This is an optimization exercise on Yosys and OpenROAD, whose aim is small area, a short achievable clock period and few clock cycles, not a production implementation. The RTL was checked by simulation tests, not by an equivalence proof against the original design. The clock port is modelled as an ideal driver; clocking choices that lean on that would not hold on a real chip. Power and IR drop assume default switching activity.

<file path="design.v">
package sys_array_pkg;
  localparam int unsigned DefaultRow  = 4;
  localparam int unsigned DefaultCol  = 4;
  localparam int unsigned DefaultEs   = 8;
  localparam int unsigned DefaultKMax = 64;
endpackage
module pe_mac #(
  parameter int unsigned ES    = 8,
  parameter int unsigned ACC_W = 22
) (
  input  logic             clk,
  input  logic             i_clr,
  input  logic             i_signed,
  input  logic [ES-1:0]    i_a,
  input  logic [ES-1:0]    i_b,
  output logic [ACC_W-1:0] o_acc
);
  logic [ACC_W-1:0] r_acc;
  logic [ACC_W-1:0] w_acc_q;
  logic w_pp_0_0;
  logic w_pp_0_1;
  logic w_pp_0_2;
  logic w_pp_0_3;
  logic w_pp_0_4;
  logic w_pp_0_5;
  logic w_pp_0_6;
  logic w_pp_0_7;
  logic w_pp_1_0;
  logic w_pp_1_1;
  logic w_pp_1_2;
  logic w_pp_1_3;
  logic w_pp_1_4;
  logic w_pp_1_5;
  logic w_pp_1_6;
  logic w_pp_1_7;
  logic w_pp_2_0;
  logic w_pp_2_1;
  logic w_pp_2_2;
  logic w_pp_2_3;
  logic w_pp_2_4;
  logic w_pp_2_5;
  logic w_pp_2_6;
  logic w_pp_2_7;
  logic w_pp_3_0;
  logic w_pp_3_1;
  logic w_pp_3_2;
  logic w_pp_3_3;
  logic w_pp_3_4;
  logic w_pp_3_5;
  logic w_pp_3_6;
  logic w_pp_3_7;
  logic w_pp_4_0;
  logic w_pp_4_1;
  logic w_pp_4_2;
  logic w_pp_4_3;
  logic w_pp_4_4;
  logic w_pp_4_5;
  logic w_pp_4_6;
  logic w_pp_4_7;
  logic w_pp_5_0;
  logic w_pp_5_1;
  logic w_pp_5_2;
  logic w_pp_5_3;
  logic w_pp_5_4;
  logic w_pp_5_5;
  logic w_pp_5_6;
  logic w_pp_5_7;
  logic w_pp_6_0;
  logic w_pp_6_1;
  logic w_pp_6_2;
  logic w_pp_6_3;
  logic w_pp_6_4;
  logic w_pp_6_5;
  logic w_pp_6_6;
  logic w_pp_6_7;
  logic w_pp_7_0;
  logic w_pp_7_1;
  logic w_pp_7_2;
  logic w_pp_7_3;
  logic w_pp_7_4;
  logic w_pp_7_5;
  logic w_pp_7_6;
  logic w_pp_7_7;
  logic w_s1, w_c2;
  logic w_s3, w_c4;
  logic w_s5, w_c6;
  logic w_s7, w_c8;
  logic w_s9, w_c10;
  logic w_s11, w_c12;
  logic w_s13, w_c14;
  logic w_s15, w_c16;
  logic w_s17, w_c18;
  logic w_s19, w_c20;
  logic w_s21, w_c22;
  logic w_s23, w_c24;
  logic w_s25, w_c26;
  logic w_s27, w_c28;
  logic w_s29, w_c30;
  logic w_s31, w_c32;
  logic w_s33, w_c34;
  logic w_s35, w_c36;
  logic w_s37, w_c38;
  logic w_s39, w_c40;
  logic w_s41, w_c42;
  logic w_s43, w_c44;
  logic w_s45, w_c46;
  logic w_s47, w_c48;
  logic w_s49, w_c50;
  logic w_s51, w_c52;
  logic w_s53, w_c54;
  logic w_s55, w_c56;
  logic w_s57, w_c58;
  logic w_s59, w_c60;
  logic w_s61, w_c62;
  logic w_s63, w_c64;
  logic w_s65, w_c66;
  logic w_s67, w_c68;
  logic w_s69, w_c70;
  logic w_s71, w_c72;
  logic w_s73, w_c74;
  logic w_s75, w_c76;
  logic w_s77, w_c78;
  logic w_s79, w_c80;
  logic w_s81, w_c82;
  logic w_s83, w_c84;
  logic w_s85, w_c86;
  logic w_s87, w_c88;
  logic w_s89, w_c90;
  logic w_s91, w_c92;
  logic w_s93, w_c94;
  logic w_s95, w_c96;
  logic w_s97, w_c98;
  logic w_s99, w_c100;
  logic w_s101, w_c102;
  logic w_s103, w_c104;
  logic w_s105, w_c106;
  logic w_s107, w_c108;
  logic w_s109, w_c110;
  logic w_s111, w_c112;
  logic w_s113, w_c114;
  logic w_s115, w_c116;
  logic w_s117, w_c118;
  logic w_s119, w_c120;
  logic w_s121, w_c122;
  logic w_s123, w_c124;
  logic w_s125, w_c126;
  logic w_s127, w_c128;
  logic w_s129, w_c130;
  logic [ACC_W-1:0] w_sum;
  logic w_g131, w_p132;
  logic w_g133, w_p134;
  logic w_g135, w_p136;
  logic w_g137, w_p138;
  logic w_g139, w_p140;
  logic w_g141, w_p142;
  logic w_g143, w_p144;
  logic w_g145, w_p146;
  logic w_g147, w_p148;
  logic w_g149, w_p150;
  logic w_g151, w_p152;
  logic w_g153, w_p154;
  logic w_g155, w_p156;
  logic w_g157, w_p158;
  logic w_g159;
  logic w_gg160;
  logic w_gg161;
  logic w_pp162;
  logic w_gg163;
  logic w_pp164;
  logic w_gg165;
  logic w_pp166;
  logic w_gg167;
  logic w_pp168;
  logic w_gg169;
  logic w_pp170;
  logic w_gg171;
  logic w_pp172;
  logic w_gg173;
  logic w_gg174;
  logic w_gg175;
  logic w_pp176;
  logic w_gg177;
  logic w_pp178;
  logic w_gg179;
  logic w_pp180;
  logic w_gg181;
  logic w_pp182;
  logic w_gg183;
  logic w_gg184;
  logic w_gg185;
  logic w_gg186;
  logic w_gg187;
  logic w_pp188;
  logic w_gg189;
  logic w_pp190;
  logic w_gg191;
  logic w_gg192;
  logic w_gg193;
  logic w_gg194;
  logic w_gg195;
  logic w_gg196;
  logic w_sm197;
  logic w_sm198;
  logic w_sm199;
  logic w_sm200;
  logic w_sm201;
  logic w_sm202;
  logic w_sm203;
  logic w_sm204;
  logic w_sm205;
  logic w_sm206;
  logic w_sm207;
  logic w_sm208;
  logic w_sm209;
  logic w_sm210;
  logic [5:0] w_hi0, w_hi1;
  assign w_acc_q = i_clr ? '0 : r_acc;
  assign w_pp_0_0 = i_a[0] & i_b[0];
  assign w_pp_0_1 = i_a[0] & i_b[1];
  assign w_pp_0_2 = i_a[0] & i_b[2];
  assign w_pp_0_3 = i_a[0] & i_b[3];
  assign w_pp_0_4 = i_a[0] & i_b[4];
  assign w_pp_0_5 = i_a[0] & i_b[5];
  assign w_pp_0_6 = i_a[0] & i_b[6];
  assign w_pp_0_7 = (i_a[0] & i_b[7]) ^ i_signed;
  assign w_pp_1_0 = i_a[1] & i_b[0];
  assign w_pp_1_1 = i_a[1] & i_b[1];
  assign w_pp_1_2 = i_a[1] & i_b[2];
  assign w_pp_1_3 = i_a[1] & i_b[3];
  assign w_pp_1_4 = i_a[1] & i_b[4];
  assign w_pp_1_5 = i_a[1] & i_b[5];
  assign w_pp_1_6 = i_a[1] & i_b[6];
  assign w_pp_1_7 = (i_a[1] & i_b[7]) ^ i_signed;
  assign w_pp_2_0 = i_a[2] & i_b[0];
  assign w_pp_2_1 = i_a[2] & i_b[1];
  assign w_pp_2_2 = i_a[2] & i_b[2];
  assign w_pp_2_3 = i_a[2] & i_b[3];
  assign w_pp_2_4 = i_a[2] & i_b[4];
  assign w_pp_2_5 = i_a[2] & i_b[5];
  assign w_pp_2_6 = i_a[2] & i_b[6];
  assign w_pp_2_7 = (i_a[2] & i_b[7]) ^ i_signed;
  assign w_pp_3_0 = i_a[3] & i_b[0];
  assign w_pp_3_1 = i_a[3] & i_b[1];
  assign w_pp_3_2 = i_a[3] & i_b[2];
  assign w_pp_3_3 = i_a[3] & i_b[3];
  assign w_pp_3_4 = i_a[3] & i_b[4];
  assign w_pp_3_5 = i_a[3] & i_b[5];
  assign w_pp_3_6 = i_a[3] & i_b[6];
  assign w_pp_3_7 = (i_a[3] & i_b[7]) ^ i_signed;
  assign w_pp_4_0 = i_a[4] & i_b[0];
  assign w_pp_4_1 = i_a[4] & i_b[1];
  assign w_pp_4_2 = i_a[4] & i_b[2];
  assign w_pp_4_3 = i_a[4] & i_b[3];
  assign w_pp_4_4 = i_a[4] & i_b[4];
  assign w_pp_4_5 = i_a[4] & i_b[5];
  assign w_pp_4_6 = i_a[4] & i_b[6];
  assign w_pp_4_7 = (i_a[4] & i_b[7]) ^ i_signed;
  assign w_pp_5_0 = i_a[5] & i_b[0];
  assign w_pp_5_1 = i_a[5] & i_b[1];
  assign w_pp_5_2 = i_a[5] & i_b[2];
  assign w_pp_5_3 = i_a[5] & i_b[3];
  assign w_pp_5_4 = i_a[5] & i_b[4];
  assign w_pp_5_5 = i_a[5] & i_b[5];
  assign w_pp_5_6 = i_a[5] & i_b[6];
  assign w_pp_5_7 = (i_a[5] & i_b[7]) ^ i_signed;
  assign w_pp_6_0 = i_a[6] & i_b[0];
  assign w_pp_6_1 = i_a[6] & i_b[1];
  assign w_pp_6_2 = i_a[6] & i_b[2];
  assign w_pp_6_3 = i_a[6] & i_b[3];
  assign w_pp_6_4 = i_a[6] & i_b[4];
  assign w_pp_6_5 = i_a[6] & i_b[5];
  assign w_pp_6_6 = i_a[6] & i_b[6];
  assign w_pp_6_7 = (i_a[6] & i_b[7]) ^ i_signed;
  assign w_pp_7_0 = (i_a[7] & i_b[0]) ^ i_signed;
  assign w_pp_7_1 = (i_a[7] & i_b[1]) ^ i_signed;
  assign w_pp_7_2 = (i_a[7] & i_b[2]) ^ i_signed;
  assign w_pp_7_3 = (i_a[7] & i_b[3]) ^ i_signed;
  assign w_pp_7_4 = (i_a[7] & i_b[4]) ^ i_signed;
  assign w_pp_7_5 = (i_a[7] & i_b[5]) ^ i_signed;
  assign w_pp_7_6 = (i_a[7] & i_b[6]) ^ i_signed;
  assign w_pp_7_7 = i_a[7] & i_b[7];
  assign w_s1 = w_pp_0_5 ^ w_pp_1_4;
  assign w_c2 = w_pp_0_5 & w_pp_1_4;
  assign w_s3 = w_pp_0_6 ^ w_pp_1_5 ^ w_pp_2_4;
  assign w_c4 = (w_pp_0_6 & w_pp_1_5) | (w_pp_0_6 & w_pp_2_4) | (w_pp_1_5 & w_pp_2_4);
  assign w_s5 = w_pp_3_3 ^ w_pp_4_2;
  assign w_c6 = w_pp_3_3 & w_pp_4_2;
  assign w_s7 = w_pp_1_6 ^ w_pp_2_5 ^ w_pp_3_4;
  assign w_c8 = (w_pp_1_6 & w_pp_2_5) | (w_pp_1_6 & w_pp_3_4) | (w_pp_2_5 & w_pp_3_4);
  assign w_s9 = w_pp_4_3 ^ w_pp_5_2 ^ w_pp_6_1;
  assign w_c10 = (w_pp_4_3 & w_pp_5_2) | (w_pp_4_3 & w_pp_6_1) | (w_pp_5_2 & w_pp_6_1);
  assign w_s11 = w_pp_0_7 ^ w_pp_7_0;
  assign w_c12 = w_pp_0_7 & w_pp_7_0;
  assign w_s13 = w_pp_2_6 ^ w_pp_3_5 ^ w_pp_4_4;
  assign w_c14 = (w_pp_2_6 & w_pp_3_5) | (w_pp_2_6 & w_pp_4_4) | (w_pp_3_5 & w_pp_4_4);
  assign w_s15 = w_pp_5_3 ^ w_pp_6_2 ^ i_signed;
  assign w_c16 = (w_pp_5_3 & w_pp_6_2) | (w_pp_5_3 & i_signed) | (w_pp_6_2 & i_signed);
  assign w_s17 = w_pp_1_7 ^ w_pp_7_1 ^ w_acc_q[8];
  assign w_c18 = (w_pp_1_7 & w_pp_7_1) | (w_pp_1_7 & w_acc_q[8]) | (w_pp_7_1 & w_acc_q[8]);
  assign w_s19 = w_pp_3_6 ^ w_pp_4_5 ^ w_pp_5_4;
  assign w_c20 = (w_pp_3_6 & w_pp_4_5) | (w_pp_3_6 & w_pp_5_4) | (w_pp_4_5 & w_pp_5_4);
  assign w_s21 = w_pp_6_3 ^ w_pp_2_7 ^ w_pp_7_2;
  assign w_c22 = (w_pp_6_3 & w_pp_2_7) | (w_pp_6_3 & w_pp_7_2) | (w_pp_2_7 & w_pp_7_2);
  assign w_s23 = w_pp_4_6 ^ w_pp_5_5 ^ w_pp_6_4;
  assign w_c24 = (w_pp_4_6 & w_pp_5_5) | (w_pp_4_6 & w_pp_6_4) | (w_pp_5_5 & w_pp_6_4);
  assign w_s25 = w_pp_0_3 ^ w_pp_1_2;
  assign w_c26 = w_pp_0_3 & w_pp_1_2;
  assign w_s27 = w_pp_0_4 ^ w_pp_1_3 ^ w_pp_2_2;
  assign w_c28 = (w_pp_0_4 & w_pp_1_3) | (w_pp_0_4 & w_pp_2_2) | (w_pp_1_3 & w_pp_2_2);
  assign w_s29 = w_pp_3_1 ^ w_pp_4_0;
  assign w_c30 = w_pp_3_1 & w_pp_4_0;
  assign w_s31 = w_pp_2_3 ^ w_pp_3_2 ^ w_pp_4_1;
  assign w_c32 = (w_pp_2_3 & w_pp_3_2) | (w_pp_2_3 & w_pp_4_1) | (w_pp_3_2 & w_pp_4_1);
  assign w_s33 = w_pp_5_0 ^ w_s1 ^ w_acc_q[5];
  assign w_c34 = (w_pp_5_0 & w_s1) | (w_pp_5_0 & w_acc_q[5]) | (w_s1 & w_acc_q[5]);
  assign w_s35 = w_pp_5_1 ^ w_pp_6_0 ^ w_c2;
  assign w_c36 = (w_pp_5_1 & w_pp_6_0) | (w_pp_5_1 & w_c2) | (w_pp_6_0 & w_c2);
  assign w_s37 = w_s5 ^ w_acc_q[6] ^ w_s3;
  assign w_c38 = (w_s5 & w_acc_q[6]) | (w_s5 & w_s3) | (w_acc_q[6] & w_s3);
  assign w_s39 = w_c6 ^ w_c4 ^ w_acc_q[7];
  assign w_c40 = (w_c6 & w_c4) | (w_c6 & w_acc_q[7]) | (w_c4 & w_acc_q[7]);
  assign w_s41 = w_s7 ^ w_s9 ^ w_s11;
  assign w_c42 = (w_s7 & w_s9) | (w_s7 & w_s11) | (w_s9 & w_s11);
  assign w_s43 = w_c8 ^ w_c10 ^ w_s13;
  assign w_c44 = (w_c8 & w_c10) | (w_c8 & w_s13) | (w_c10 & w_s13);
  assign w_s45 = w_c12 ^ w_s15 ^ w_s17;
  assign w_c46 = (w_c12 & w_s15) | (w_c12 & w_s17) | (w_s15 & w_s17);
  assign w_s47 = w_c14 ^ w_acc_q[9] ^ w_s19;
  assign w_c48 = (w_c14 & w_acc_q[9]) | (w_c14 & w_s19) | (w_acc_q[9] & w_s19);
  assign w_s49 = w_c16 ^ w_c18 ^ w_s21;
  assign w_c50 = (w_c16 & w_c18) | (w_c16 & w_s21) | (w_c18 & w_s21);
  assign w_s51 = w_c20 ^ w_pp_3_7 ^ w_pp_7_3;
  assign w_c52 = (w_c20 & w_pp_3_7) | (w_c20 & w_pp_7_3) | (w_pp_3_7 & w_pp_7_3);
  assign w_s53 = w_acc_q[10] ^ w_s23 ^ w_c22;
  assign w_c54 = (w_acc_q[10] & w_s23) | (w_acc_q[10] & w_c22) | (w_s23 & w_c22);
  assign w_s55 = w_pp_5_6 ^ w_pp_6_5 ^ w_c24;
  assign w_c56 = (w_pp_5_6 & w_pp_6_5) | (w_pp_5_6 & w_c24) | (w_pp_6_5 & w_c24);
  assign w_s57 = w_pp_4_7 ^ w_pp_7_4 ^ w_acc_q[11];
  assign w_c58 = (w_pp_4_7 & w_pp_7_4) | (w_pp_4_7 & w_acc_q[11]) | (w_pp_7_4 & w_acc_q[11]);
  assign w_s59 = w_pp_6_6 ^ w_pp_5_7 ^ w_pp_7_5;
  assign w_c60 = (w_pp_6_6 & w_pp_5_7) | (w_pp_6_6 & w_pp_7_5) | (w_pp_5_7 & w_pp_7_5);
  assign w_s61 = w_pp_0_2 ^ w_pp_1_1;
  assign w_c62 = w_pp_0_2 & w_pp_1_1;
  assign w_s63 = w_pp_2_1 ^ w_pp_3_0 ^ w_s25;
  assign w_c64 = (w_pp_2_1 & w_pp_3_0) | (w_pp_2_1 & w_s25) | (w_pp_3_0 & w_s25);
  assign w_s65 = w_c26 ^ w_s29 ^ w_acc_q[4];
  assign w_c66 = (w_c26 & w_s29) | (w_c26 & w_acc_q[4]) | (w_s29 & w_acc_q[4]);
  assign w_s67 = w_c30 ^ w_c28 ^ w_s31;
  assign w_c68 = (w_c30 & w_c28) | (w_c30 & w_s31) | (w_c28 & w_s31);
  assign w_s69 = w_c32 ^ w_s35 ^ w_c34;
  assign w_c70 = (w_c32 & w_s35) | (w_c32 & w_c34) | (w_s35 & w_c34);
  assign w_s71 = w_c36 ^ w_c38 ^ w_s39;
  assign w_c72 = (w_c36 & w_c38) | (w_c36 & w_s39) | (w_c38 & w_s39);
  assign w_s73 = w_c40 ^ w_s43 ^ w_c42;
  assign w_c74 = (w_c40 & w_s43) | (w_c40 & w_c42) | (w_s43 & w_c42);
  assign w_s75 = w_c44 ^ w_s47 ^ w_c46;
  assign w_c76 = (w_c44 & w_s47) | (w_c44 & w_c46) | (w_s47 & w_c46);
  assign w_s77 = w_c48 ^ w_s51 ^ w_c50;
  assign w_c78 = (w_c48 & w_s51) | (w_c48 & w_c50) | (w_s51 & w_c50);
  assign w_s79 = w_c52 ^ w_s55 ^ w_s57;
  assign w_c80 = (w_c52 & w_s55) | (w_c52 & w_s57) | (w_s55 & w_s57);
  assign w_s81 = w_acc_q[12] ^ w_c56 ^ w_c58;
  assign w_c82 = (w_acc_q[12] & w_c56) | (w_acc_q[12] & w_c58) | (w_c56 & w_c58);
  assign w_s83 = w_pp_6_7 ^ w_pp_7_6 ^ w_acc_q[13];
  assign w_c84 = (w_pp_6_7 & w_pp_7_6) | (w_pp_6_7 & w_acc_q[13]) | (w_pp_7_6 & w_acc_q[13]);
  assign w_s85 = w_pp_0_1 ^ w_pp_1_0;
  assign w_c86 = w_pp_0_1 & w_pp_1_0;
  assign w_s87 = w_pp_2_0 ^ w_s61 ^ w_acc_q[2];
  assign w_c88 = (w_pp_2_0 & w_s61) | (w_pp_2_0 & w_acc_q[2]) | (w_s61 & w_acc_q[2]);
  assign w_s89 = w_c62 ^ w_acc_q[3] ^ w_s63;
  assign w_c90 = (w_c62 & w_acc_q[3]) | (w_c62 & w_s63) | (w_acc_q[3] & w_s63);
  assign w_s91 = w_s27 ^ w_c64 ^ w_s65;
  assign w_c92 = (w_s27 & w_c64) | (w_s27 & w_s65) | (w_c64 & w_s65);
  assign w_s93 = w_c66 ^ w_s33 ^ w_s67;
  assign w_c94 = (w_c66 & w_s33) | (w_c66 & w_s67) | (w_s33 & w_s67);
  assign w_s95 = w_c68 ^ w_s37 ^ w_s69;
  assign w_c96 = (w_c68 & w_s37) | (w_c68 & w_s69) | (w_s37 & w_s69);
  assign w_s97 = w_s41 ^ w_c70 ^ w_s71;
  assign w_c98 = (w_s41 & w_c70) | (w_s41 & w_s71) | (w_c70 & w_s71);
  assign w_s99 = w_c72 ^ w_s45 ^ w_s73;
  assign w_c100 = (w_c72 & w_s45) | (w_c72 & w_s73) | (w_s45 & w_s73);
  assign w_s101 = w_s49 ^ w_c74 ^ w_s75;
  assign w_c102 = (w_s49 & w_c74) | (w_s49 & w_s75) | (w_c74 & w_s75);
  assign w_s103 = w_s53 ^ w_c76 ^ w_s77;
  assign w_c104 = (w_s53 & w_c76) | (w_s53 & w_s77) | (w_c76 & w_s77);
  assign w_s105 = w_c54 ^ w_s79 ^ w_c78;
  assign w_c106 = (w_c54 & w_s79) | (w_c54 & w_c78) | (w_s79 & w_c78);
  assign w_s107 = w_s59 ^ w_c80 ^ w_s81;
  assign w_c108 = (w_s59 & w_c80) | (w_s59 & w_s81) | (w_c80 & w_s81);
  assign w_s109 = w_c60 ^ w_s83 ^ w_c82;
  assign w_c110 = (w_c60 & w_s83) | (w_c60 & w_c82) | (w_s83 & w_c82);
  assign w_s111 = w_pp_7_7 ^ w_acc_q[14] ^ w_c84;
  assign w_c112 = (w_pp_7_7 & w_acc_q[14]) | (w_pp_7_7 & w_c84) | (w_acc_q[14] & w_c84);
  assign w_s113 = i_signed ^ w_acc_q[15];
  assign w_c114 = i_signed & w_acc_q[15];
  assign w_s115 = i_signed ^ w_acc_q[16];
  assign w_c116 = i_signed & w_acc_q[16];
  assign w_s117 = i_signed ^ w_acc_q[17];
  assign w_c118 = i_signed & w_acc_q[17];
  assign w_s119 = i_signed ^ w_acc_q[18];
  assign w_c120 = i_signed & w_acc_q[18];
  assign w_s121 = i_signed ^ w_acc_q[19];
  assign w_c122 = i_signed & w_acc_q[19];
  assign w_s123 = i_signed ^ w_acc_q[20];
  assign w_c124 = i_signed & w_acc_q[20];
  assign w_s125 = i_signed ^ w_acc_q[21];
  assign w_c126 = i_signed & w_acc_q[21];
  assign w_s127 = w_pp_0_0 ^ w_acc_q[0];
  assign w_c128 = w_pp_0_0 & w_acc_q[0];
  assign w_s129 = w_acc_q[1] ^ w_s85 ^ w_c128;
  assign w_c130 = (w_acc_q[1] & w_s85) | (w_acc_q[1] & w_c128) | (w_s85 & w_c128);
  assign w_g131 = w_c86 & w_s87;
  assign w_p132 = w_c86 ^ w_s87;
  assign w_g133 = w_c88 & w_s89;
  assign w_p134 = w_c88 ^ w_s89;
  assign w_g135 = w_c90 & w_s91;
  assign w_p136 = w_c90 ^ w_s91;
  assign w_g137 = w_c92 & w_s93;
  assign w_p138 = w_c92 ^ w_s93;
  assign w_g139 = w_c94 & w_s95;
  assign w_p140 = w_c94 ^ w_s95;
  assign w_g141 = w_c96 & w_s97;
  assign w_p142 = w_c96 ^ w_s97;
  assign w_g143 = w_c98 & w_s99;
  assign w_p144 = w_c98 ^ w_s99;
  assign w_g145 = w_c100 & w_s101;
  assign w_p146 = w_c100 ^ w_s101;
  assign w_g147 = w_c102 & w_s103;
  assign w_p148 = w_c102 ^ w_s103;
  assign w_g149 = w_c104 & w_s105;
  assign w_p150 = w_c104 ^ w_s105;
  assign w_g151 = w_c106 & w_s107;
  assign w_p152 = w_c106 ^ w_s107;
  assign w_g153 = w_c108 & w_s109;
  assign w_p154 = w_c108 ^ w_s109;
  assign w_g155 = w_c110 & w_s111;
  assign w_p156 = w_c110 ^ w_s111;
  assign w_g157 = w_c112 & w_s113;
  assign w_p158 = w_c112 ^ w_s113;
  assign w_g159 = w_g131 | (w_p132 & w_c130);
  assign w_gg160 = w_g133 | (w_p134 & w_g159);
  assign w_gg161 = w_g137 | (w_p138 & w_g135);
  assign w_pp162 = w_p138 & w_p136;
  assign w_gg163 = w_g141 | (w_p142 & w_g139);
  assign w_pp164 = w_p142 & w_p140;
  assign w_gg165 = w_g145 | (w_p146 & w_g143);
  assign w_pp166 = w_p146 & w_p144;
  assign w_gg167 = w_g149 | (w_p150 & w_g147);
  assign w_pp168 = w_p150 & w_p148;
  assign w_gg169 = w_g153 | (w_p154 & w_g151);
  assign w_pp170 = w_p154 & w_p152;
  assign w_gg171 = w_g157 | (w_p158 & w_g155);
  assign w_pp172 = w_p158 & w_p156;
  assign w_gg173 = w_g135 | (w_p136 & w_gg160);
  assign w_gg174 = w_gg161 | (w_pp162 & w_gg160);
  assign w_gg175 = w_g143 | (w_p144 & w_gg163);
  assign w_pp176 = w_p144 & w_pp164;
  assign w_gg177 = w_gg165 | (w_pp166 & w_gg163);
  assign w_pp178 = w_pp166 & w_pp164;
  assign w_gg179 = w_g151 | (w_p152 & w_gg167);
  assign w_pp180 = w_p152 & w_pp168;
  assign w_gg181 = w_gg169 | (w_pp170 & w_gg167);
  assign w_pp182 = w_pp170 & w_pp168;
  assign w_gg183 = w_g139 | (w_p140 & w_gg174);
  assign w_gg184 = w_gg163 | (w_pp164 & w_gg174);
  assign w_gg185 = w_gg175 | (w_pp176 & w_gg174);
  assign w_gg186 = w_gg177 | (w_pp178 & w_gg174);
  assign w_gg187 = w_g155 | (w_p156 & w_gg181);
  assign w_pp188 = w_p156 & w_pp182;
  assign w_gg189 = w_gg171 | (w_pp172 & w_gg181);
  assign w_pp190 = w_pp172 & w_pp182;
  assign w_gg191 = w_g147 | (w_p148 & w_gg186);
  assign w_gg192 = w_gg167 | (w_pp168 & w_gg186);
  assign w_gg193 = w_gg179 | (w_pp180 & w_gg186);
  assign w_gg194 = w_gg181 | (w_pp182 & w_gg186);
  assign w_gg195 = w_gg187 | (w_pp188 & w_gg186);
  assign w_gg196 = w_gg189 | (w_pp190 & w_gg186);
  assign w_sm197 = w_p132 ^ w_c130;
  assign w_sm198 = w_p134 ^ w_g159;
  assign w_sm199 = w_p136 ^ w_gg160;
  assign w_sm200 = w_p138 ^ w_gg173;
  assign w_sm201 = w_p140 ^ w_gg174;
  assign w_sm202 = w_p142 ^ w_gg183;
  assign w_sm203 = w_p144 ^ w_gg184;
  assign w_sm204 = w_p146 ^ w_gg185;
  assign w_sm205 = w_p148 ^ w_gg186;
  assign w_sm206 = w_p150 ^ w_gg191;
  assign w_sm207 = w_p152 ^ w_gg192;
  assign w_sm208 = w_p154 ^ w_gg193;
  assign w_sm209 = w_p156 ^ w_gg194;
  assign w_sm210 = w_p158 ^ w_gg195;
  assign w_sum[1:0] = {w_s129, w_s127};
  assign w_sum[15:2] = {w_sm210, w_sm209, w_sm208, w_sm207, w_sm206, w_sm205, w_sm204, w_sm203, w_sm202, w_sm201, w_sm200, w_sm199, w_sm198, w_sm197};
  assign w_hi0 = {w_c124, w_c122, w_c120, w_c118, w_c116, w_c114} + {w_s125, w_s123, w_s121, w_s119, w_s117, w_s115};
  assign w_hi1 = {w_c124, w_c122, w_c120, w_c118, w_c116, w_c114} + {w_s125, w_s123, w_s121, w_s119, w_s117, w_s115} + 1'b1;
  assign w_sum[21:16] = w_gg196 ? w_hi1 : w_hi0;
  always_ff @(posedge clk) begin
    r_acc <= w_sum;
  end
  assign o_acc = r_acc;
endmodule
module systolic_array_os #(
  parameter int unsigned ROW   = sys_array_pkg::DefaultRow,
  parameter int unsigned COL   = sys_array_pkg::DefaultCol,
  parameter int unsigned ES    = sys_array_pkg::DefaultEs,
  parameter int unsigned K_MAX = sys_array_pkg::DefaultKMax,
  parameter int unsigned ACC_W = 2 * ES + $clog2(K_MAX)
) (
  input  logic                         clk,
  input  logic                         rst_n,
  input  logic                         start,
  input  logic [$clog2(K_MAX+1)-1:0]   k_len,
  input  logic                         signed_mode,
  input  logic                         in_vld,
  output logic                         in_rdy,
  input  logic [ROW*ES-1:0]            a_vec,
  input  logic [COL*ES-1:0]            b_vec,
  output logic                         out_vld,
  input  logic                         out_rdy,
  output logic [COL*ACC_W-1:0]         out_row,
  output logic [$clog2(ROW)-1:0]       out_row_idx,
  output logic                         out_last,
  output logic                         busy,
  output logic                         done
);
  localparam int unsigned KW = $clog2(K_MAX + 1);
  localparam int unsigned RW = $clog2(ROW);
  logic          r_feed;       
  logic          r_zero;       
  logic          r_first;      
  logic [KW-1:0] r_k_rem;      
  logic          r_signed;
  logic [ES-1:0] r_a_n [ROW];
  logic [ES-1:0] r_b_n [COL];
  logic [ROW-1:0] r_clr;       
  logic          r_last;       
  logic          r_out_vld;
  logic [RW-1:0] r_row;
  logic          r_row_last;   
  logic [ROW-1:0] r_row_sel;   
  logic          r_rdy_any;    
  logic          r_rdy_last;   
  logic [KW-1:0]    w_k_clamp;
  logic             w_start, w_acc_free, w_in_rdy, w_fire, w_issue, w_xfer;
  logic             w_feed_d, w_zero_d, w_first_d, w_last_d, w_out_vld_d, w_row_last_d;
  logic [RW-1:0]    w_row_d;
  logic [ACC_W-1:0] w_acc [ROW][COL];
  assign w_k_clamp = (k_len > KW'(K_MAX)) ? KW'(K_MAX) : k_len;
  assign w_start   = start & ~busy;
  assign w_xfer    = r_out_vld & out_rdy;
  assign w_acc_free = ~r_last & (~r_out_vld | (r_row_last & out_rdy));
  assign w_in_rdy   = r_rdy_any | (r_rdy_last & out_rdy);
  assign w_fire     = in_vld & w_in_rdy;
  assign w_issue    = w_fire | (r_zero & w_acc_free);
  always_comb begin
    w_feed_d  = r_feed;
    w_zero_d  = r_zero;
    w_first_d = r_first;
    if (w_start) begin
      w_feed_d  = (w_k_clamp != '0);
      w_zero_d  = (w_k_clamp == '0);
      w_first_d = 1'b1;
    end else begin
      if (w_fire) begin
        w_first_d = 1'b0;
        if (r_k_rem == KW'(1)) w_feed_d = 1'b0;
      end
      if (r_zero && w_acc_free) w_zero_d = 1'b0;
    end
    w_last_d     = w_issue & (r_zero | (r_k_rem == KW'(1)));
    w_out_vld_d  = r_out_vld;
    w_row_d      = r_row;
    w_row_last_d = r_row_last;
    if (r_last) begin
      w_out_vld_d  = 1'b1;
      w_row_d      = '0;
      w_row_last_d = 1'b0;
    end else if (w_xfer) begin
      w_out_vld_d  = ~r_row_last;
      w_row_d      = r_row + RW'(1);
      w_row_last_d = (r_row == RW'(ROW - 2));
    end
  end
  always_ff @(posedge clk) begin
    if (!rst_n) begin
      r_feed     <= 1'b0;
      r_zero     <= 1'b0;
      r_first    <= 1'b0;
      r_clr      <= '1;
      r_last     <= 1'b0;
      r_out_vld  <= 1'b0;
      r_row      <= '0;
      r_row_last <= 1'b0;
      r_row_sel  <= '0;
      r_rdy_any  <= 1'b0;
      r_rdy_last <= 1'b0;
    end else begin
      r_feed     <= w_feed_d;
      r_zero     <= w_zero_d;
      r_first    <= w_first_d;
      r_clr      <= {ROW{w_xfer}} & r_row_sel;
      r_last     <= w_last_d;
      r_out_vld  <= w_out_vld_d;
      r_row      <= w_row_d;
      r_row_last <= w_row_last_d;
      for (int r = 0; r < ROW; r++) r_row_sel[r] <= w_out_vld_d & (w_row_d == RW'(r));
      r_rdy_any  <= w_feed_d & (~w_first_d | (~w_last_d & ~w_out_vld_d));
      r_rdy_last <= w_feed_d & w_first_d & ~w_last_d & w_row_last_d;
    end
  end
  always_ff @(posedge clk) begin
    if (w_start) begin
      r_k_rem <= w_k_clamp;
    end else if (w_fire) begin
      r_k_rem <= r_k_rem - KW'(1);
    end
  end
  always_ff @(posedge clk) begin
    if (!rst_n) begin
      r_signed <= 1'b0;
    end else if (w_start) begin
      r_signed <= signed_mode;
    end
  end
  always_ff @(posedge clk) begin
    for (int r = 0; r < ROW; r++) r_a_n[r] <= ~((w_fire & rst_n) ? a_vec[r*ES +: ES] : '0);
    for (int c = 0; c < COL; c++) r_b_n[c] <= ~b_vec[c*ES +: ES];
  end
  for (genvar gr = 0; gr < ROW; gr++) begin : g_row
    for (genvar gc = 0; gc < COL; gc++) begin : g_col
      pe_mac #(
        .ES   (ES),
        .ACC_W(ACC_W)
      ) u_pe (
        .clk     (clk),
        .i_clr   (r_clr[gr]),
        .i_signed(r_signed),
        .i_a     (~r_a_n[gr]),
        .i_b     (~r_b_n[gc]),
        .o_acc   (w_acc[gr][gc])
      );
    end
  end
  always_comb begin
    out_row = '0;
    for (int r = 0; r < ROW; r++)
      for (int c = 0; c < COL; c++)
        out_row[c*ACC_W +: ACC_W] = out_row[c*ACC_W +: ACC_W] | (w_acc[r][c] & {ACC_W{r_row_sel[r]}});
  end
  assign in_rdy      = w_in_rdy;
  assign out_vld     = r_out_vld;
  assign out_row_idx = r_row;
  assign out_last    = r_row_last;
  assign busy        = r_feed | r_zero;
  assign done        = r_row_last & out_rdy;
endmodule
</file>
<file path="flow/run.sh">
#!/bin/bash
# Standard ORFS layout with these changes:
#  - synthesis skips Yosys's early "abc -fast", so full adders are extracted from the
#    RTL's own adder expressions (no inverters between adder cells); registers are
#    unchanged,
#  - ports are buffered with buf_2 instead of a delay buffer,
#  - repair_timing aims at a tighter setup margin,
#  - after clock tree synthesis, the operand and per-job control registers are clocked
#    from a short branch of buffers on the clock port (flow/early_clock.tcl): their
#    clock arrives earlier, which helps only their paths into the accumulators (paths
#    between registers); their paths from the inputs lose the same time.
set -u
sed -e 's/synth -nofsm -noshare/synth -nofsm -noshare -noabc/' synth_recipe.tcl > synth_noabc.tcl
A=(SYNTH_SCRIPT=$PWD/synth_noabc.tcl "BUFFER_PORTS_ARGS=-buffer_cell sky130_fd_sc_hd__buf_2" SETUP_SLACK_MARGIN=5.4)
bash standard.sh "${A[@]}" cts > standard_cts.log 2>&1
ODB=$PWD/orfs/results/sky130hd/systolic_array_os/base/4_cts.odb NGROUPS=4 openroad -exit flow/early_clock.tcl > early_clock.log 2>&1
bash standard.sh "${A[@]}" finish > standard_finish.log 2>&1
</file>
<file path="flow/early_clock.tcl">
# Give the operand and per-job control registers an earlier clock. After clock tree
# synthesis they are moved from the tree's leaves to a shorter branch: one buffer on the
# clock port feeding a few leaf buffers, each placed at the centre of a group of nearby
# registers. Only these registers' paths into the accumulators gain; paths from the
# inputs into them lose.
# usage: openroad -exit early_clock2.tcl   (env: ODB = the CTS database, edited in place)
read_db $::env(ODB)
set db [ord::get_db]
set block [ord::get_db_block]
set clk [$block findNet clk]
set top_master [$db findMaster sky130_fd_sc_hd__clkbuf_16]
set leaf_master [$db findMaster [expr {[info exists ::env(LEAF)] ? $::env(LEAF) : "sky130_fd_sc_hd__clkbuf_16"}]]
set ngroups [expr {[info exists ::env(NGROUPS)] ? $::env(NGROUPS) : 8}]
set onelevel [expr {[info exists ::env(ONELEVEL)] ? $::env(ONELEVEL) : 0}]
set sinks {}
foreach inst [$block getInsts] {
  if {[regexp {^(r_a_n|r_b_n|r_signed|r_clr)} [$inst getName]]} {
    set it [$inst findITerm CLK]
    if {$it ne "NULL" && $it ne ""} { lappend sinks $inst }
  }
}
puts "early-clock sinks: [llength $sinks]"
# k-means on the register locations
set pts {}
foreach inst $sinks { lappend pts [$inst getLocation] }
set cent {}
for {set g 0} {$g < $ngroups} {incr g} {
  lappend cent [lindex $pts [expr {($g * [llength $pts]) / $ngroups}]]
}
for {set iter 0} {$iter < 20} {incr iter} {
  set assign {}
  foreach p $pts {
    set best 0; set bd 1e30
    for {set g 0} {$g < $ngroups} {incr g} {
      lassign [lindex $cent $g] cx cy
      lassign $p px py
      set d [expr {abs($px - $cx) + abs($py - $cy)}]
      if {$d < $bd} { set bd $d; set best $g }
    }
    lappend assign $best
  }
  set newc {}
  for {set g 0} {$g < $ngroups} {incr g} {
    set sx 0; set sy 0; set n 0
    foreach p $pts a $assign { if {$a == $g} { lassign $p px py; set sx [expr {$sx + $px}]; set sy [expr {$sy + $py}]; incr n } }
    if {$n > 0} { lappend newc [list [expr {$sx / $n}] [expr {$sy / $n}]] } else { lappend newc [lindex $cent $g] }
  }
  set cent $newc
}
# top buffer on the clock port, at the centre of the leaf buffers
if {$onelevel} {
  set topnet $clk
} else {
  set top [odb::dbInst_create $block $top_master clkbuf_early_top]
  set topnet [odb::dbNet_create $block clknet_early_top]
  $topnet setSigType CLOCK
  [$top findITerm A] connect $clk
  [$top findITerm X] connect $topnet
}
set tx 0; set ty 0; set nc 0
for {set g 0} {$g < $ngroups} {incr g} {
  set members {}
  foreach inst $sinks a $assign { if {$a == $g} { lappend members $inst } }
  if {[llength $members] == 0} { continue }
  set buf [odb::dbInst_create $block $leaf_master clkbuf_early_$g]
  set net [odb::dbNet_create $block clknet_early_$g]
  $net setSigType CLOCK
  [$buf findITerm A] connect $topnet
  [$buf findITerm X] connect $net
  foreach inst $members {
    set it [$inst findITerm CLK]
    $it disconnect
    $it connect $net
  }
  lassign [lindex $cent $g] cx cy
  $buf setLocation $cx $cy
  $buf setPlacementStatus PLACED
  set tx [expr {$tx + $cx}]; set ty [expr {$ty + $cy}]; incr nc
  puts "clkbuf_early_$g drives [llength $members] registers"
}
if {!$onelevel} {
  $top setLocation [expr {$tx / $nc}] [expr {$ty / $nc}]
  $top setPlacementStatus PLACED
}
detailed_placement
check_placement
write_db $::env(ODB)
</file>
<file path="standard.sh">
#!/bin/bash
# synth_recipe.tcl (not shown) runs the flow's synth.tcl, then flattens the netlist and writes it again
# the make line also repeats each setting of config.mk as NAME=value (left out here)
make -C /OpenROAD-flow-scripts/flow DESIGN_CONFIG=/design/flow/config.mk WORK_HOME=/design/flow/orfs CLKGATE_MAP_FILE= SYNTH_SCRIPT=/design/flow/synth_recipe.tcl "${@:-finish}"
</file>
<file path="config.mk">
export PLATFORM = sky130hd
export DESIGN_NAME = systolic_array_os
export DESIGN_NICKNAME = systolic_array_os
export VERILOG_FILES = /design/flow/design.v
export SDC_FILE = /design/flow/constraint.sdc
export NUM_CORES = 4
export LEC_CHECK = 0
export CAP_MARGIN = 5
export CORE_MARGIN = 2
export CORE_UTILIZATION = 60
export CTS_CLUSTER_DIAMETER = 80
export CTS_CLUSTER_SIZE = 30
export SLEW_MARGIN = 5
</file>
<file path="constraint.sdc">
create_clock -name core_clock -period 10.0 [get_ports {clk}]
set_input_delay 2.0000 -clock core_clock [delete_from_list [all_inputs] [get_ports {clk}]]
set_output_delay 2.0000 -clock core_clock [all_outputs]
set_load 0.01 [all_outputs]
</file>
==> impl_metrics.prom, run 1 <==
# TYPE chip_impl_metric gauge
chip_impl_metric{name="final.setup.tns",unit="ns"} 0
chip_impl_info{name="root_buf_cell",value="clkbuf_16"} 1
chip_impl_metric{name="place.port_buffers",unit=""} 171
chip_impl_info{name="holdCritPathClass",value="reg -> reg"} 1
chip_impl_metric{name="fin_nets",unit=""} 6720
chip_impl_metric{name="vdd_drop_max",unit="mV"} 0.148
chip_impl_metric{name="whs",unit="ns"} 0.516
chip_impl_metric{name="worst_r2r_path_depth",unit=""} 13
chip_impl_metric{name="grt_max_degree",unit=""} 62
chip_impl_metric{name="final_worst_setup_slack",unit="ns"} 5.41
chip_impl_metric{name="critical_path_required",unit="ns"} 8.00
chip_impl_metric{name="drtAntennaViolNets",unit=""} 0
chip_impl_metric{name="data_arrival_time_at_the_worst_slack_endpoint",unit="ns"} 2.59
chip_impl_metric{name="syn-instance-count",unit=""} 5178
chip_impl_metric{name="floorplan.initialDensity",unit="%"} 60.6
chip_impl_metric{name="routed-via-count",unit=""} 38500
chip_impl_metric{name="synthesis_stage_register_bit_count",unit=""} 442
chip_impl_metric{name="overall_power",unit="mW"} 7.67
chip_impl_metric{name="vias_per_cell",unit=""} 6.00
chip_impl_metric{name="wire_per_inst",unit="µm"} 24.5
chip_impl_metric{name="max-clock-path-buffers",unit=""} 3
chip_impl_metric{name="p_sw",unit="mW"} 2.99
chip_impl_metric{name="first_global_vias",unit=""} 41600
chip_impl_metric{name="area_growth_syn_to_layout",unit="%"} 11.6
chip_impl_metric{name="synth_top_area_share",unit="%"} 34.7
chip_impl_metric{name="grt_pass1_wl",unit="µm"} 243000
chip_impl_metric{name="clkTransAtPathRegs",unit="ns"} 0.10
chip_impl_metric{name="grt_util_all_layers",unit="%"} 36.3
chip_impl_info{name="synth_ff_type",value="dfxtp_1"} 1
chip_impl_metric{name="cts_max_level",unit=""} 2
chip_impl_metric{name="worstMarginPinSlew",unit="ns"} 0.851
chip_impl_metric{name="final_worst_path_period_need",unit="ns"} 4.59
chip_impl_metric{name="max_slew_violation_total_from_the_final_report",unit=""} 0
chip_impl_metric{name="finalInstanceArea",unit="µm²"} 57600
chip_impl_metric{name="wl",unit="µm"} 157000
chip_impl_info{name="synth.area.top_cells",value="fa_1, dfxtp_1, ha_1"} 1
chip_impl_metric{name="seqPwrFrac",unit="%"} 32.5
chip_impl_metric{name="drv_cap",unit=""} 0
chip_impl_metric{name="synthXorXnorAreaFrac",unit="%"} 9.22
chip_impl_metric{name="die_height",unit="µm"} 297
chip_impl_metric{name="finalHoldViolations",unit=""} 0
chip_impl_metric{name="clkLatencyLatePin",unit="ns"} 0.63
chip_impl_metric{name="rows",unit=""} 107
chip_impl_metric{name="worstPathMaxFanout",unit=""} 47
chip_impl_info{name="synth_top_family_by_area",value="adder cells"} 1
chip_impl_metric{name="preCtsSetupSlack",unit="ns"} 4.35
chip_impl_metric{name="holdPathStages",unit=""} 2
chip_impl_metric{name="diodes_inserted",unit=""} 0
chip_impl_metric{name="drive_gt1_share",unit="%"} 11.5
chip_impl_metric{name="synthesis.nets",unit=""} 6666
chip_impl_metric{name="detail_route.first_pass.iterations",unit=""} 5
chip_impl_metric{name="yosysUniqueCellTypes",unit=""} 56
chip_impl_metric{name="ys_warn_count",unit=""} 7
chip_impl_metric{name="initialDrtViolationCount",unit=""} 2347
chip_impl_metric{name="synth.yosys.seq_area_share",unit="%"} 17.3
chip_impl_metric{name="timing.slew.headroom",unit="%"} 43.3
chip_impl_info{name="outcome",value="finished clean"} 1
chip_impl_metric{name="postLayoutCoreUtil",unit="%"} 67.6
chip_impl_metric{name="syn-cell-area",unit="µm²"} 51700
chip_impl_metric{name="dp_cells",unit=""} 6269
chip_impl_metric{name="async_reset_ff_share",unit="%"} 0
chip_impl_metric{name="place_area",unit="µm²"} 54400
chip_impl_metric{name="tritoncts.num_buffers",unit=""} 43
chip_impl_info{name="worst_setup_path_startpoint",value="r_row_sel[0]"} 1
chip_impl_metric{name="reg2reg_setup_slack",unit="ns"} 5.52
chip_impl_info{name="crit_type",value="reg -> out"} 1
chip_impl_metric{name="antenna_found_initial",unit=""} 3
chip_impl_metric{name="period_share",unit="%"} 45.9
chip_impl_metric{name="fmax_achieved",unit="MHz"} 218
chip_impl_metric{name="dp.final_hpwl",unit="µm"} 102000
chip_impl_metric{name="synthSimpleGateAreaFrac",unit="%"} 15.9
chip_impl_metric{name="fp.dieArea",unit="µm²"} 88500
chip_impl_info{name="crit_path_start_kind",value="flip-flop"} 1
chip_impl_metric{name="clockPowerShare",unit="%"} 26.6
chip_impl_info{name="cp_endpoint_kind",value="output pin"} 1
chip_impl_metric{name="power_frac_comb",unit="%"} 40.9
chip_impl_metric{name="synth-edff-count",unit=""} 7
chip_impl_metric{name="fin_skew",unit="ns"} 0.243
chip_impl_metric{name="intPower",unit="mW"} 4.68
chip_impl_metric{name="final.fill_count",unit=""} 6751
chip_impl_metric{name="syn_avg_cell_area",unit="µm²"} 9.98
chip_impl_metric{name="static-leakage-power",unit="nW"} 31.1
chip_impl_info{name="synth.largest_area_cell",value="fa_1"} 1
chip_impl_metric{name="report.final.setup_viol",unit=""} 0
chip_impl_info{name="regToRegStartpoint",value="r_a_n[3][0]"} 1
chip_impl_info{name="hold_path.startpoint",value="r_feed"} 1
chip_impl_info{name="crit-reg2reg-capture",value="g_row[3].g_col[2].u_pe.r_acc[11]"} 1
chip_impl_metric{name="layoutNonFillerInstCount",unit=""} 6409
chip_impl_metric{name="swShare",unit="%"} 39.0
chip_impl_info{name="holdPathEnd",value="r_feed"} 1
chip_impl_metric{name="globalRoute.totalOverflow",unit=""} 0
chip_impl_info{name="rsz0062_at_grt",value="true"} 1
chip_impl_metric{name="core_area",unit="µm²"} 85300
chip_impl_metric{name="power_density",unit="nW/µm²"} 133
chip_impl_metric{name="synth_fa_ha_area_share",unit="%"} 47.2
chip_impl_metric{name="route.detailed.drc",unit=""} 0
chip_impl_metric{name="gp_routability_congestion",unit=""} 0.860
chip_impl_metric{name="number_of_i_o_pins",unit=""} 172
chip_impl_info{name="tritoncts_clock_tree",value="done"} 1
chip_impl_metric{name="yosys-mux-area-fraction",unit="%"} 0.356
chip_impl_metric{name="clock_sink_count",unit=""} 442
chip_impl_metric{name="synth_compound_gate_area_share",unit="%"} 7.42
chip_impl_metric{name="die-width",unit="µm"} 297
-- synth_stat cells (all sizes together) (2+ instances only) --
master / number
a2111oi: 2
o21a: 20
nand4: 36
a31oi: 2
a22oi: 176
buf: 107
clkbuf: 195
nand2: 238
and4: 12
and4b: 5
a21oi: 155
nor2b: 366
inv: 48
o21bai: 15
nor3: 13
and3: 17
mux2: 16
o211ai: 19
xnor2: 177
dfxtp: 435
o21ai: 77
nor2: 1087
o31ai: 3
nand2b: 16
and2: 9
ha: 515
xor2: 367
a21o: 87
edfxtp: 7
nand3: 30
nand3b: 6
a211oi: 13
fa: 896
-- flip-flops by register name (all words and copies together), names as in the netlist --
register / cells
g_row.g_col.u_pe.r_acc: 352
r_a_n: 32
r_b_n: 32
r_clr: 4
r_feed: 1
r_first: 1
r_k_rem: 7
r_last: 1
r_out_vld: 1
r_rdy_any: 1
r_rdy_last: 1
r_row: 2
r_row_last: 1
r_row_sel: 4
r_signed: 1
r_zero: 1
-- repair_timing --
| action | in CTS | in global routing |
|---|---|---|
| setup buffers | 44 | 1 |
| pin swaps | 10 | 1 |
| cloned | 12 | 0 |
| hold buffers | 0 | 0 |
| resized for setup | 143 | 13 |
| setup endpoints to repair | 237 | 16 |
-- how the worst max path moves through the flow --
stage          cells past startpoint  slack, ns                                to
2_1_floorplan                     18       4.74  g_row[0].g_col[3].u_pe.r_acc[17]
3_3_place_gp                      14       4.41  g_row[0].g_col[0].u_pe.r_acc[21]
3_5_place_dp                      14       4.35  g_row[0].g_col[0].u_pe.r_acc[21]
4_1_cts                           17       5.36  g_row[0].g_col[0].u_pe.r_acc[20]
5_1_grt                           14       5.39  g_row[3].g_col[2].u_pe.r_acc[11]
6_report                           4       5.41                       out_row[34]
-- logic make-up after synthesis --
group	count (synthesis)
and+or+nand+nor	1841
adders and majority gates	1411
AOI/OAI and AO/OA	574
xor gates and xnor gates	544
DFF	442
buffers and inverters	350
muxes	16
-- worst max-delay path: stages (launching register included) --
cell	delay [ns]
dfxtp_4	0.72
buf_6	0.47
a22oi_1	0.19
nand2_1	0.33
buf_2	0.20
-- cells in the final DEF (no fill, tap or decap), types with 18 or more instances in the layout --
| cell type | n |
|---|---|
| a21o_1 | 86 |
| a21oi_1 | 114 |
| a21oi_2 | 39 |
| a22oi_1 | 176 |
| buf_12 | 35 |
| buf_2 | 171 |
| buf_4 | 45 |
| buf_6 | 27 |
| clkbuf_16 | 50 |
| dfxtp_1 | 414 |
| fa_1 | 854 |
| fa_2 | 42 |
| ha_1 | 487 |
| ha_4 | 27 |
| inv_1 | 47 |
| nand2_1 | 237 |
| nand3_1 | 29 |
| nand4_1 | 36 |
| nor2_1 | 1085 |
| nor2b_1 | 366 |
| o211ai_1 | 18 |
| o21a_1 | 20 |
| o21ai_0 | 51 |
| xnor2_1 | 177 |
| xor2_1 | 323 |
| xor2_2 | 44 |
-- final cells by class --
cell class | instances | area (µm²) | share of cell area [%]
buffer | 5 | 125 | 0.217
clock buffer | 45 | 1130 | 1.95
clock inverter | 33 | 445 | 0.773
inverter | 48 | 180 | 0.313
multi-input combinational | 4386 | 42500 | 73.7
sequential | 442 | 8980 | 15.6
tap | 1144 | 1430 | 2.48
timing repair buffer | 306 | 2890 | 5.01
-- metal layers --
layer	global-route usage, %	part of all wire [%]	routed length (µm)
met5	0	0.0083	13
met4	22.0	7.4	11700
met3	6.08	6.6	10400
met1	43.6	38	59500
met2	61.3	48	75700
-- power groups by stage --
stage / clock network (mW) / logic, mW / registers, mW
detailed placement: 0 / 3.01 / 2.53
finish: 2.04 / 3.14 / 2.49
floorplan: 0 / 2.44 / 2.40
CTS: 1.92 / 3.13 / 2.49
global route: 2.13 / 3.50 / 2.53
global placement: 0 / 2.95 / 2.53
Testbench counts, summed over its fixed seeds: cycles 12,017.
==> run 2: changes to the inputs <==
--- a/design.v
+++ b/design.v
@@ -538,6 +538,7 @@
   logic [RW-1:0] r_row;
   logic          r_row_last;   
   logic [ROW-1:0] r_row_sel;   
+  logic [ROW-1:0] r_row_sel_n;  
   logic          r_rdy_any;    
   logic          r_rdy_last;   
   logic [KW-1:0]    w_k_clamp;
@@ -592,6 +593,7 @@
       r_row      <= '0;
       r_row_last <= 1'b0;
       r_row_sel  <= '0;
+      r_row_sel_n <= '1;
       r_rdy_any  <= 1'b0;
       r_rdy_last <= 1'b0;
     end else begin
@@ -604,6 +606,7 @@
       r_row      <= w_row_d;
       r_row_last <= w_row_last_d;
       for (int r = 0; r < ROW; r++) r_row_sel[r] <= w_out_vld_d & (w_row_d == RW'(r));
+      for (int r = 0; r < ROW; r++) r_row_sel_n[r] <= ~(w_out_vld_d & (w_row_d == RW'(r)));
       r_rdy_any  <= w_feed_d & (~w_first_d | (~w_last_d & ~w_out_vld_d));
       r_rdy_last <= w_feed_d & w_first_d & ~w_last_d & w_row_last_d;
     end
@@ -643,9 +646,12 @@
   end
   always_comb begin
     out_row = '0;
-    for (int r = 0; r < ROW; r++)
-      for (int c = 0; c < COL; c++)
+    for (int r = 0; r < ROW; r++) begin
+      for (int c = 0; c < COL / 2; c++)
         out_row[c*ACC_W +: ACC_W] = out_row[c*ACC_W +: ACC_W] | (w_acc[r][c] & {ACC_W{r_row_sel[r]}});
+      for (int c = COL / 2; c < COL; c++)
+        out_row[c*ACC_W +: ACC_W] = out_row[c*ACC_W +: ACC_W] | (w_acc[r][c] & ~{ACC_W{r_row_sel_n[r]}});
+    end
   end
   assign in_rdy      = w_in_rdy;
   assign out_vld     = r_out_vld;
--- a/flow/run.sh
+++ b/flow/run.sh
@@ -11,7 +11,7 @@
 #    between registers); their paths from the inputs lose the same time.
 set -u
 sed -e 's/synth -nofsm -noshare/synth -nofsm -noshare -noabc/' synth_recipe.tcl > synth_noabc.tcl
-A=(SYNTH_SCRIPT=$PWD/synth_noabc.tcl "BUFFER_PORTS_ARGS=-buffer_cell sky130_fd_sc_hd__buf_2" SETUP_SLACK_MARGIN=5.4)
+A=(SYNTH_SCRIPT=$PWD/synth_noabc.tcl "BUFFER_PORTS_ARGS=-buffer_cell sky130_fd_sc_hd__buf_2" SETUP_SLACK_MARGIN=5.45)
 bash standard.sh "${A[@]}" cts > standard_cts.log 2>&1
 ODB=$PWD/orfs/results/sky130hd/systolic_array_os/base/4_cts.odb NGROUPS=4 openroad -exit flow/early_clock.tcl > early_clock.log 2>&1
 bash standard.sh "${A[@]}" finish > standard_finish.log 2>&1
==> run 2 against run 1 <==
  * Hold slack better by 0.030 ns
  * Non-clock buffer count down 27
  * Register-to-register slack better by 0.07 ns
  * Via count down 1.8%
  * Die area up 0.22%
  * Combinational power about the same
  * Critical path depth down 1
  * First-iteration DRC count up 8.4%
  * Synthesized area up 0.22%
  * Critical path type is now in -> out
  * Global-route usage down 2.6 points
  * Core utilization down 0.47 points
==> impl_metrics.prom, run 2 <==
# TYPE chip_impl_metric gauge
chip_impl_info{name="most_frequent_cells_in_the_layout",value="nor2_1, fa_1, ha_1"} 1
chip_impl_metric{name="timing.slew.headroom",unit="%"} 23.1
chip_impl_metric{name="diodes_inserted",unit=""} 0
chip_impl_metric{name="yosys-mux-area-fraction",unit="%"} 0.362
chip_impl_metric{name="max_slew_violation_total_from_the_final_report",unit=""} 0
chip_impl_metric{name="rows",unit=""} 107
chip_impl_metric{name="power_density",unit="nW/µm²"} 131
chip_impl_metric{name="clock_sink_count",unit=""} 446
chip_impl_metric{name="yosysUniqueCellTypes",unit=""} 55
chip_impl_metric{name="fin_skew",unit="ns"} 0.240
chip_impl_info{name="root_buf_cell",value="clkbuf_16"} 1
chip_impl_metric{name="final.setup.tns",unit="ns"} 0
chip_impl_metric{name="synthSimpleGateAreaFrac",unit="%"} 15.2
chip_impl_info{name="hold_path.startpoint",value="r_first"} 1
chip_impl_metric{name="grt_pass1_wl",unit="µm"} 231000
chip_impl_metric{name="post_cts_hold_buffer_count",unit=""} 0
chip_impl_metric{name="dp.final_hpwl",unit="µm"} 98600
chip_impl_info{name="crit_path_start_kind",value="input port"} 1
chip_impl_metric{name="vdd_drop_max",unit="mV"} 0.159
chip_impl_info{name="yosys-top-cells-count",value="nor2_1, fa_1, ha_1, dfxtp_1, xor2_1"} 1
chip_impl_metric{name="swShare",unit="%"} 38.6
chip_impl_info{name="synth_top_family_by_area",value="adder cells"} 1
chip_impl_metric{name="synth_fa_ha_area_share",unit="%"} 47.1
chip_impl_metric{name="number_of_i_o_pins",unit=""} 172
chip_impl_metric{name="cts_max_level",unit=""} 2
chip_impl_metric{name="globalRoute.totalOverflow",unit=""} 0
chip_impl_metric{name="drtAntennaViolNets",unit=""} 0
chip_impl_metric{name="synth_top_area_share",unit="%"} 34.6
chip_impl_metric{name="postLayoutCoreUtil",unit="%"} 67.1
chip_impl_metric{name="detail_route.first_pass.iterations",unit=""} 5
chip_impl_metric{name="synth_compound_gate_area_share",unit="%"} 7.52
chip_impl_metric{name="clkLatencyLatePin",unit="ns"} 0.61
chip_impl_metric{name="holdPathStages",unit=""} 2
chip_impl_metric{name="dp_cells",unit=""} 6315
chip_impl_info{name="synth.largest_area_cell",value="fa_1"} 1
chip_impl_metric{name="initialDrtViolationCount",unit=""} 2545
chip_impl_metric{name="tritoncts.num_buffers",unit=""} 38
chip_impl_metric{name="die_height",unit="µm"} 298
chip_impl_metric{name="fp.dieArea",unit="µm²"} 88700
chip_impl_metric{name="core_area",unit="µm²"} 85300
chip_impl_metric{name="antenna_found_initial",unit=""} 3
chip_impl_info{name="regToRegStartpoint",value="r_a_n[1][0]"} 1
chip_impl_info{name="most_common_library_cell_in_the_layout_ignoring_fill_and_taps",value="nor2_1"} 1
chip_impl_metric{name="worst_r2r_path_depth",unit=""} 13
chip_impl_metric{name="vias_per_cell",unit=""} 5.88
chip_impl_info{name="holdCritPathClass",value="reg -> reg"} 1
chip_impl_metric{name="power_frac_comb",unit="%"} 41.7
chip_impl_metric{name="ys_warn_count",unit=""} 7
chip_impl_metric{name="final_worst_setup_slack",unit="ns"} 5.49
chip_impl_metric{name="grt_max_degree",unit=""} 61
chip_impl_info{name="crit_type",value="in -> out"} 1
chip_impl_metric{name="fin_nets",unit=""} 6740
chip_impl_metric{name="reg2reg_setup_slack",unit="ns"} 5.59
chip_impl_metric{name="synthXorXnorAreaFrac",unit="%"} 9.17
chip_impl_info{name="crit-reg2reg-capture",value="g_row[1].g_col[0].u_pe.r_acc[17]"} 1
chip_impl_info{name="largest_registers",value="g_row.g_col.u_pe.r_acc: 352 flops, r_a_n: 32 flops, r_b_n: 32 flops"} 1
chip_impl_metric{name="wire_per_inst",unit="µm"} 22.6
chip_impl_metric{name="die-width",unit="µm"} 298
chip_impl_metric{name="worstMarginPinSlew",unit="ns"} 1.15
chip_impl_metric{name="max-clock-path-buffers",unit=""} 3
chip_impl_metric{name="overall_power",unit="mW"} 7.51
chip_impl_info{name="outcome",value="finished clean"} 1
chip_impl_metric{name="syn-cell-area",unit="µm²"} 51800
chip_impl_metric{name="intPower",unit="mW"} 4.61
chip_impl_metric{name="p_sw",unit="mW"} 2.90
chip_impl_metric{name="gp_routability_congestion",unit=""} 0.868
chip_impl_metric{name="area_growth_syn_to_layout",unit="%"} 10.5
chip_impl_metric{name="first_global_vias",unit=""} 40200
chip_impl_metric{name="layoutNonFillerInstCount",unit=""} 6426
chip_impl_metric{name="data_arrival_time_at_the_worst_slack_endpoint",unit="ns"} 2.51
chip_impl_metric{name="largest_register_ff_count",unit=""} 352
chip_impl_info{name="synth.area.top_cells",value="fa_1, dfxtp_1, ha_1"} 1
chip_impl_info{name="rsz0062_at_grt",value="true"} 1
chip_impl_info{name="cp_endpoint_kind",value="output pin"} 1
chip_impl_metric{name="async_reset_ff_share",unit="%"} 0
chip_impl_metric{name="worstPathMaxFanout",unit=""} 4
chip_impl_metric{name="critical_path_required",unit="ns"} 8.00
chip_impl_metric{name="wl",unit="µm"} 145000
chip_impl_metric{name="synthesis_stage_register_bit_count",unit=""} 446
chip_impl_metric{name="grt_util_all_layers",unit="%"} 33.7
chip_impl_info{name="holdPathEnd",value="r_first"} 1
chip_impl_metric{name="place.port_buffers",unit=""} 171
chip_impl_metric{name="syn_avg_cell_area",unit="µm²"} 9.90
chip_impl_metric{name="static-leakage-power",unit="nW"} 30.8
chip_impl_metric{name="routed-via-count",unit=""} 37800
chip_impl_metric{name="finalHoldViolations",unit=""} 0
chip_impl_info{name="yosysMostFrequentCell",value="nor2_1"} 1
chip_impl_metric{name="syn-instance-count",unit=""} 5232
chip_impl_metric{name="route.detailed.drc",unit=""} 0
chip_impl_info{name="registers.top_by_ff_count",value="g_row.g_col.u_pe.r_acc"} 1
chip_impl_metric{name="report.final.setup_viol",unit=""} 0
chip_impl_info{name="tritoncts_clock_tree",value="done"} 1
chip_impl_metric{name="floorplan.initialDensity",unit="%"} 60.7
chip_impl_metric{name="drive_gt1_share",unit="%"} 11.4
chip_impl_metric{name="final_worst_path_period_need",unit="ns"} 4.51
chip_impl_metric{name="synthesis.nets",unit=""} 6720
chip_impl_metric{name="seqPwrFrac",unit="%"} 33.0
chip_impl_metric{name="clockPowerShare",unit="%"} 25.3
chip_impl_metric{name="synth-edff-count",unit=""} 7
chip_impl_info{name="synth_ff_type",value="dfxtp_1"} 1
chip_impl_metric{name="clkTransAtPathRegs",unit="ns"} 0.09
chip_impl_metric{name="drv_cap",unit=""} 0
chip_impl_metric{name="preCtsSetupSlack",unit="ns"} 4.75
chip_impl_metric{name="period_share",unit="%"} 45.1
chip_impl_metric{name="fmax_achieved",unit="MHz"} 222
chip_impl_metric{name="synth.yosys.seq_area_share",unit="%"} 17.4
-- run 2: logic make-up (layout without fill, tap and decap cells) --
| logic type | Yosys count | in the layout |
|---|---|---|
| simple gates | 1795 | 1795 |
| xor+xnor | 542 | 542 |
| compound gates | 577 | 577 |
| buf+inv | 445 | 495 |
| fa+ha+maj | 1411 | 1411 |
| flops | 446 | 446 |
| mux | 16 | 16 |
-- run 2: worst max path at each step --
stage | endpoint | depth (start not counted) | start
finish | in_rdy | 3 | out_rdy
global route | g_row[0].g_col[0].u_pe.r_acc[21] | 14 | r_b_n[0][6]
CTS | g_row[0].g_col[1].u_pe.r_acc[17] | 11 | r_signed
detailed placement | g_row[2].g_col[1].u_pe.r_acc[17] | 12 | r_signed
global placement | g_row[2].g_col[1].u_pe.r_acc[17] | 12 | r_signed
floorplan | g_row[0].g_col[3].u_pe.r_acc[17] | 18 | r_signed
-- run 2: final cells by class --
class,count,area [µm²]
multi-input cells,4341,42200
fillers,6838,28000
flip-flops and latches,446,9090
repair buffers,279,2460
well taps,1144,1430
clock buffers,41,1030
inverters,141,532
clock inverters,29,397
plain buffers,5,125
-- run 2: routing by layer --
metal	part of all wire, %	vias to the layer above	track usage (%)
li1	-	17000	-
met1	44	19400	48.3
met2	46	1183	53.6
met3	7.4	206	5.54
met4	2.8	2	8.68
met5	0.0083	-	0
-- run 2: what timing repair did --
item	CTS	global route
pin swaps	4	1
endpoints found under the setup margin	192	14
gates cloned	9	0
buffers inserted	26	1
gates resized for setup	124	10
-- run 2: critical path, stage by stage --
cell	delay, ns
buf_2	0.15
a21o_1	0.20
buf_2	0.16
-- run 2: metrics by stage --
step	hold WS, ns	area, µm²
global placement	0.502	54600
floorplan	0.491	53100
global route	0.575	57200
detailed placement	0.533	54600
finish	0.546	57200
CTS	0.549	57100
-- run 2: power groups by stage --
stage	clock network, mW	logic [mW]	registers [mW]
after floorplan	0	2.48	2.40
after global placement	0	2.99	2.51
after detailed placement	0	3.05	2.51
after CTS	1.79	3.14	2.47
after global routing	2.00	3.53	2.52
final	1.90	3.13	2.48
Testbench counts of run 2, summed over its fixed seeds: cycles 12,017.

==> separate check: timing with driven ports <==
No port has a modelled driver above. Below, the same layouts with a new extraction and two added sets of constraints. Step 1 sets driving cells, clkbuf_16 on the clock port and buf_2 on the other inputs (assumed; they add their load-dependent delay and slew). Step 2, shift: input delay + t, output delay - t, t = (earliest + latest rising clock arrival at the registers) / 2. This alone moves slack from input paths to output paths. Slacks: ideal ports / drivers / drivers and shift; pairs: ideal ports / drivers.
| run | t, ns | setup slack, ns | hold slack, ns | clock arrival spread, ns | cell pins on the clock port's net |
|---|---|---|---|---|---|
| run 1 | 0.590 | 5.414 / 5.333 / 5.522 | 0.516 / 0.516 / 0.516 | 0.244 / 0.245 | 2 |
| run 2 | 0.574 | 5.492 / 5.420 / 5.469 | 0.546 / 0.546 / 0.546 | 0.241 / 0.241 | 2 |
After both steps setup and hold are still met in every run listed. For run 2, which loses most, drivers alone change the setup slack by -0.072 ns; drivers and shift together by -0.023 ns.
